Background: an optimization exercise with open tools, aiming at small area. Do not read the settings as production practice.
Function was checked by simulation only, so behaviour that the tests miss may differ from the original.
No activity file was given, so power comes from the tool's default toggle rates.

`design/flow/run.sh`:
```
#!/bin/bash
# synth_recipe.tcl (not shown) runs the flow's synth.tcl, then flattens the netlist and writes it again
# the make line also repeats each setting of config.mk as NAME=value (left out here)
make -C /OpenROAD-flow-scripts/flow DESIGN_CONFIG=/design/flow/config.mk WORK_HOME=/design/flow/orfs CLKGATE_MAP_FILE= SYNTH_SCRIPT=/design/flow/synth_recipe.tcl finish
```
`design/flow/config.mk`:
```
export PLATFORM = sky130hd
export DESIGN_NAME = block_stager
export DESIGN_NICKNAME = block_stager
export VERILOG_FILES = /design/flow/design.v
export SDC_FILE = /design/flow/constraint.sdc
export NUM_CORES = 4
export LEC_CHECK = 0
export CAP_MARGIN = 20
export CORE_MARGIN = 2
export CORE_UTILIZATION = 50
export SLEW_MARGIN = 20
```
`design/flow/constraint.sdc`:
```
create_clock -name core_clock -period 5.0 [get_ports {clk}]
set_input_delay 1.0000 -clock core_clock [delete_from_list [all_inputs] [get_ports {clk}]]
set_output_delay 1.0000 -clock core_clock [all_outputs]
set_load 0.01 [all_outputs]
```
`design/flow/design.v`:
```
module ram #(
  parameter int ADDR_SIZE = 8,
  parameter int DATA_SIZE = 8
) (
  input  logic                 clk,
  input  logic                 we,
  input  logic [ADDR_SIZE-1:0] waddr,
  input  logic [DATA_SIZE-1:0] wdata,
  input  logic [ADDR_SIZE-1:0] raddr,
  output logic [DATA_SIZE-1:0] rdata
);
  logic [DATA_SIZE-1:0] mem [2**ADDR_SIZE];
  always_ff @(posedge clk) begin
    if (we) mem[waddr] <= wdata;
  end
  assign rdata = mem[raddr];
endmodule
module block_stager #(
  parameter int NUM_BUFS   = 2,
  parameter int BLOCK_SIZE = 256,
  parameter int DATA_W     = 8,
  parameter int ADDR_W     = 24,
  parameter logic [ADDR_W-1:0] BASE_ADDR = '0
) (
  input  logic                          clk,
  input  logic                          n_rst,
  input  logic [DATA_W-1:0]             in_data,
  input  logic                          in_valid,
  output logic                          in_ready,
  input  logic                          flush,
  output logic                          blk_valid,
  input  logic                          blk_ready,
  output logic [ADDR_W-1:0]             blk_addr,
  output logic [$clog2(BLOCK_SIZE):0]   blk_len,
  input  logic [$clog2(BLOCK_SIZE)-1:0] rd_addr,
  output logic [DATA_W-1:0]             rd_data,
  input  logic                          blk_release,
  output logic                          stream_done
);
  localparam int BB = $clog2(BLOCK_SIZE);
  localparam int PW = (NUM_BUFS > 1) ? $clog2(NUM_BUFS) : 1;
  localparam logic [BB-1:0] LAST = BB'(BLOCK_SIZE - 1);
  localparam logic [BB:0]   FULL = (BB+1)'(BLOCK_SIZE);
  localparam logic [1:0] FREE     = 2'd0;
  localparam logic [1:0] FILLING  = 2'd1;
  localparam logic [1:0] READY    = 2'd2;
  localparam logic [1:0] DRAINING = 2'd3;
  localparam logic [1:0] ST_RUN = 2'd0;
  localparam logic [1:0] ST_END = 2'd2;
  logic [NUM_BUFS-1:0][1:0]        bank_q, bank_d;
  logic [NUM_BUFS-1:0][ADDR_W-1:0] taga_q, taga_d;
  logic [NUM_BUFS-1:0][BB:0]       tagl_q, tagl_d;
  logic [PW-1:0]     wr_q, wr_d, wr_inc;
  logic [PW-1:0]     rd_q, rd_d, rd_inc;
  logic [PW-1:0]     dr_q, dr_d;
  logic [BB-1:0]     idx_q, idx_d;
  logic [ADDR_W-1:0] nxt_q, nxt_d;
  logic              rdy_q, rdy_d;
  logic              done_q, done_d;
  logic [1:0]        st_q, st_d;
  logic [DATA_W-1:0] rdat_q;
  logic              accept;
  logic              draining;
  logic              rel_ok;
  logic              head_v;
  logic              take;
  logic              we;
  logic              commit;
  logic              all_free;
  logic [BB:0]       cnt;
  logic [BB:0]       clen;
  logic [DATA_W-1:0] rdata [NUM_BUFS];
  for (genvar g = 0; g < NUM_BUFS; g++) begin : g_bank
    ram #(
      .ADDR_SIZE (BB),
      .DATA_SIZE (DATA_W)
    ) u_ram (
      .clk   (clk),
      .we    (we && (wr_q == PW'(g))),
      .waddr (idx_q),
      .wdata (in_data),
      .raddr (rd_addr),
      .rdata (rdata[g])
    );
  end
  assign wr_inc = (int'(wr_q) == NUM_BUFS - 1) ? '0 : wr_q + PW'(1);
  assign rd_inc = (int'(rd_q) == NUM_BUFS - 1) ? '0 : rd_q + PW'(1);
  always_comb begin
    bank_d = bank_q;
    taga_d = taga_q;
    tagl_d = tagl_q;
    wr_d   = wr_q;
    rd_d   = rd_q;
    dr_d   = dr_q;
    idx_d  = idx_q;
    nxt_d  = nxt_q;
    st_d   = st_q;
    we     = 1'b0;
    commit = 1'b0;
    clen   = '0;
    accept   = in_valid && rdy_q;
    draining = bank_q[dr_q] == DRAINING;
    rel_ok   = blk_release && draining;
    head_v   = (bank_q[rd_q] == READY) && (!draining || rel_ok);
    take     = head_v && blk_ready;
    cnt      = {1'b0, idx_q} + (BB+1)'(accept);
    if (rel_ok) bank_d[dr_q] = FREE;
    if (take) begin
      bank_d[rd_q] = DRAINING;
      dr_d = rd_q;
      rd_d = rd_inc;
    end
    if (st_q == ST_RUN) begin
      if (accept) begin
        we    = 1'b1;
        idx_d = idx_q + 1'b1;
        if (idx_q == LAST) begin
          commit = 1'b1;
          clen   = FULL;
        end
      end
      if (flush) begin
        st_d = ST_END;
        if (!commit) begin
          if (cnt != '0) begin
            commit = 1'b1;
            clen   = cnt;
          end else if (bank_q[wr_q] == FILLING) begin
            bank_d[wr_q] = FREE;
          end
        end
      end
    end
    if (commit) begin
      bank_d[wr_q] = READY;
      taga_d[wr_q] = nxt_q;
      tagl_d[wr_q] = clen;
      nxt_d = nxt_q + ADDR_W'(BLOCK_SIZE);
      wr_d  = wr_inc;
      idx_d = '0;
    end
    if (st_d == ST_RUN && bank_q[wr_d] == FREE)
      bank_d[wr_d] = FILLING;
    rdy_d = (st_d == ST_RUN) && (bank_d[wr_d] == FILLING);
    all_free = 1'b1;
    for (int i = 0; i < NUM_BUFS; i++)
      if (bank_q[i] != FREE) all_free = 1'b0;
    done_d = done_q || (st_q != ST_RUN && all_free);
  end
  always_ff @(posedge clk or negedge n_rst) begin
    if (!n_rst) begin
      for (int i = 0; i < NUM_BUFS; i++) begin
        bank_q[i] <= (i == 0) ? FILLING : FREE;
        taga_q[i] <= BASE_ADDR;
        tagl_q[i] <= '0;
      end
      wr_q   <= '0;
      rd_q   <= '0;
      dr_q   <= '0;
      idx_q  <= '0;
      nxt_q  <= BASE_ADDR;
      rdy_q  <= 1'b1;
      done_q <= 1'b0;
      st_q   <= ST_RUN;
      rdat_q <= '0;
    end else begin
      bank_q <= bank_d;
      taga_q <= taga_d;
      tagl_q <= tagl_d;
      wr_q   <= wr_d;
      rd_q   <= rd_d;
      dr_q   <= dr_d;
      idx_q  <= idx_d;
      nxt_q  <= nxt_d;
      rdy_q  <= rdy_d;
      done_q <= done_d;
      st_q   <= st_d;
      rdat_q <= rdata[dr_q];
    end
  end
  assign in_ready    = rdy_q;
  assign blk_valid   = head_v;
  assign blk_addr    = taga_q[rd_q];
  assign blk_len     = tagl_q[rd_q];
  assign rd_data     = rdat_q;
  assign stream_done = done_q;
endmodule
```
==> reports/results.ini <==
[drt]
detail_route.iter0.violations = 10405
drt-total-wl_um = 436000
post-route-drc-count = 0
drtAntennaViolNets = 0
dr.pass1.iters = 7
vias = 84623
via_per_inst = 6.32
drt-wirelength-per-cell_um = 32.6

[synth]
netlist.area_leader.share_pct = 74.8
synth.distinct_cells = 68
synthCells = 8356
avgSynthCellArea_sq_um = 19.7
yosysTopAreaCell = edfxtp_1
ys_seq_elements = 4205
synth_nets = 8388
ys_async_sr_fraction_pct = 2.59
yosys_warnings = 3
synth_edf_count = 4096
synth_top_cells_by_area = edfxtp_1 (75%), mux4_2 (9.0%), mux2i_1 (4.9%), o221ai_1 (2.0%), dfrtp_1 (1.6%)
ys.flop_type = edfxtp_1
synth_area_sq_um = 164000
yosysSeqAreaShare_pct = 76.4

[clock_tree]
hold_buffers = 0
cts_root_buf = clkbuf_16
clk_pin_slew_ns = 0.06
cts_setup_buffers = 0
h-tree-depth = 5
cts_buffers = 428
cts_tree = yes
clkSinkCount = 4205
clk_path_buf_depth = 4
cts.repair.resized = 0
clk_latency_ns = 0.98

[pwr]
power.switching_mw = 16.3
internal-power_mw = 58.4
p_leak_nw = 59.5
swShare_pct = 21.8
p_seq_share_pct = 52.2
ir_drop_uv = 295
p_per_area_nw_per_um2 = 403
clkPwrFrac_pct = 42.3
combPwrFrac_pct = 5.5

[sta]
relSlewSlack_pct = 5.80
fmax_ghz = 0.246
min_period_ns = 4.06
setup_violations = 0
grt_setup_unrepaired = false
tns_ns = 0
drv_slew = 0
hold_violations = 0
skew_ns = 0.0450
finalCritPeriodShare_pct = 81.2
tightest_slew_ns = 1.41
holdWs_ns = 0.127

[place]
hpwl_um = 272000
place_congestion = 0.912
io_buffers = 65

[setup_path]
r2r_setup_slack_ns = 1.20
regToRegStartpoint = dr_q
path_buf_inv = 3
crit_path_end_kind = flip-flop
cp_max_fo = 16
worstSetupPathType = in2reg
timing.rr.end = rdat_q[4]
cp_common_cell = buf_4
worstPathRequired_ns = 5.84
reg2regPathDepth = 8
max_stage_delay_ns = 1.07
crit_family = simple AND/OR/NAND/NOR gates
critPathLaunchType = input pin
worstPathCellList = clkdlybuf4s50_1, buf_4, or3b_1, or2_1, a2111oi_1, or4_1, nor4_1, buf_4, and4_1
slowest_stage = a2111oi_1
critPathArrivalTime_ns = 4.90
cp.depth = 9

[global_routing]
grt_max_degree = 167
grt_overflow_total = 0
antenna_found_initial = 24
grt_pass1_wl_um = 623000
grt_usage_pct = 26.0
grt_pass1_vias = 84484

[final_layout]
fillCellCount = 24707
fin_nets = 8713
layout-drive-gt1-share_pct = 19.3
areaGrowthSynthToFinish_pct = 12.6

[floorplan]
coreArea_sq_um = 327000
row_count = 210
num_io_pins = 66
start_util_pct = 50.2
dieHeight_um = 578
die_area_sq_um = 334000
floorplan.die.width_um = 578

[min_path]
min_path_type = in2async

[outcome]
status = finished clean

[flow_run]
cap_violations = 0

[cells in the mapped netlist, types with 7 or more instances]
cell / n
a211oi_1: 16
a21oi_1: 207
a222oi_1: 15
a22oi_1: 50
a311oi_1: 7
and2_1: 26
and3_1: 19
and4b_1: 7
buf_1: 61
buf_2: 88
buf_4: 76
buf_6: 79
clkbuf_1: 230
dfrtp_1: 107
edfxtp_1: 4096
ha_1: 10
inv_1: 18
mux2_2: 79
mux2i_1: 803
mux4_2: 655
nand2_1: 84
nand2b_1: 11
nand3_1: 57
nand4_1: 52
nor2_1: 602
nor2b_1: 10
nor3_1: 60
o2111ai_1: 7
o211ai_1: 11
o21ai_0: 135
o21ai_1: 14
o221ai_1: 367
o22a_1: 7
o22ai_1: 185
o31ai_1: 7
or3_1: 8
xnor2_1: 16
xor2_1: 13
[final cells by class]
class / count / area [sq um] / share of cell area [%]
sequential: 4205 / 126000 / 67.9
clock inverter: 244 / 2410 / 1.30
inverter: 18 / 75.1 / 0.0405
clock buffer: 540 / 11300 / 6.10
antenna: 10 / 25.0 / 0.0135
tap: 4346 / 5440 / 2.94
timing repair buffer: 431 / 4450 / 2.40
multi-input combinational: 3597 / 35800 / 19.3
[per-stage QoR]
step / power (mW) / instance area [sq um] / cells / worst slack, ns / util (%)
global placement: 43.8 / 171000 / 12597 / -0.174 / 52.4
detailed placement: 43.8 / 172000 / 12597 / -0.0118 / 52.4
finish: 74.7 / 185000 / 13391 / 0.940 / 56.6
global route: 76.5 / 185000 / 13385 / 0.938 / 56.6
CTS: 75.1 / 185000 / 13381 / 0.997 / 56.6
floorplan: 41.6 / 164000 / 8356 / 1.00 / -
[power groups by stage]
stage	registers [mW]	clock network [mW]	logic, mW
floorplan	39.5	0	2.06
global placement	39.7	0	4.07
detailed placement	39.7	0	4.12
CTS	39.0	31.9	4.13
global route	39.0	33.3	4.32
finish	39.0	31.5	4.13
[sequential cells by signal, indices dropped and copies added, names as in the netlist, named ones only]
signal	cells
dr_q	1
bank_q	4
rdat_q	8
rdy_q	1
st_q	2
g_bank.u_ram.mem	4096
wr_q	1
nxt_q	16
done_q	1
rd_q	1
taga_q	16
idx_q	8
[cell usage in the layout, fill, tap and decap left out, types with 59 or more instances in the layout]
cell type,Yosys,layout
mux2_2,79,79
buf_4,76,287
dfrtp_1,107,105
nor2_1,602,601
clkinv_2,0,76
o22ai_1,185,185
mux2i_1,803,803
mux4_2,655,655
clkinv_1,0,100
nand2_1,84,78
clkbuf_16,0,433
o221ai_1,367,367
nor3_1,60,59
a21oi_1,207,207
clkbuf_1,230,101
edfxtp_1,4096,4096
buf_12,0,79
o21ai_0,135,135
[cells by family (layout without fill, tap and decap cells)]
family | Yosys count | after routing | synth area share (%)
XOR/XNOR | 29 | 29 | 0.154
AO/OA/AOI/OAI | 1055 | 1055 | 4.48
multiplexers | 1537 | 1537 | 14.4
flip-flops | 4205 | 4205 | 76.4
buffers and inverters | 554 | 1233 | 1.88
AND/OR/NAND/NOR | 966 | 966 | 2.59
other | 0 | 10 | 0
adder cells (fa/ha/maj) | 10 | 10 | 0.0761
[per-layer routing]
layer	up-vias	GRT usage, %	wire (um)
li1	35369	-	-
met1	44676	36.5	176000
met4	10	10.2	18400
met5	-	0	65
met2	3787	41.3	208000
met3	781	4.22	33900
[worst max path at each step]
stage | from | endpoint | slack [ns]
6_report | rd_addr[5] | rdat_q[6] | 0.94
5_1_grt | rd_addr[5] | rdat_q[3] | 0.94
4_1_cts | rd_q | blk_len[3] | 1.0
3_5_place_dp | rd_addr[5] | rdat_q[6] | -0.01
3_3_place_gp | rd_addr[5] | rdat_q[6] | -0.17
2_1_floorplan | in_valid | rdy_q | 1.0

==> afterwards: timing with drivers on the ports <==
Ports are ideal in the flow. The routed layout listed here was re-timed in OpenROAD.
Step 1 (the two cells are an assumption about what drives the block):
set clk [get_ports {clk}]
set_driving_cell -lib_cell sky130_fd_sc_hd__clkbuf_16 $clk
set_driving_cell -lib_cell sky130_fd_sc_hd__buf_2 [delete_from_list [all_inputs] $clk]
Step 2 moves the port delays by t, midway between the first and last clock arrival at a register: inputs arrive t later, outputs are due t later. That takes back most of the time a late clock gives input paths.
a / b / c = no drivers / after step 1 / after step 2; a / b = the first two.
t, ns: 1.054
setup WS [ns]: 0.940 / 0.983 / -0.033
worst setup path after step 2: input to register
slew at the worst register clock pin (ns): 0.07 / 0.07
Met with ideal ports but missed after step 2: setup timing in this run. The setup slack of this run moves by +0.043 ns with the drivers and by -0.973 ns with both steps.
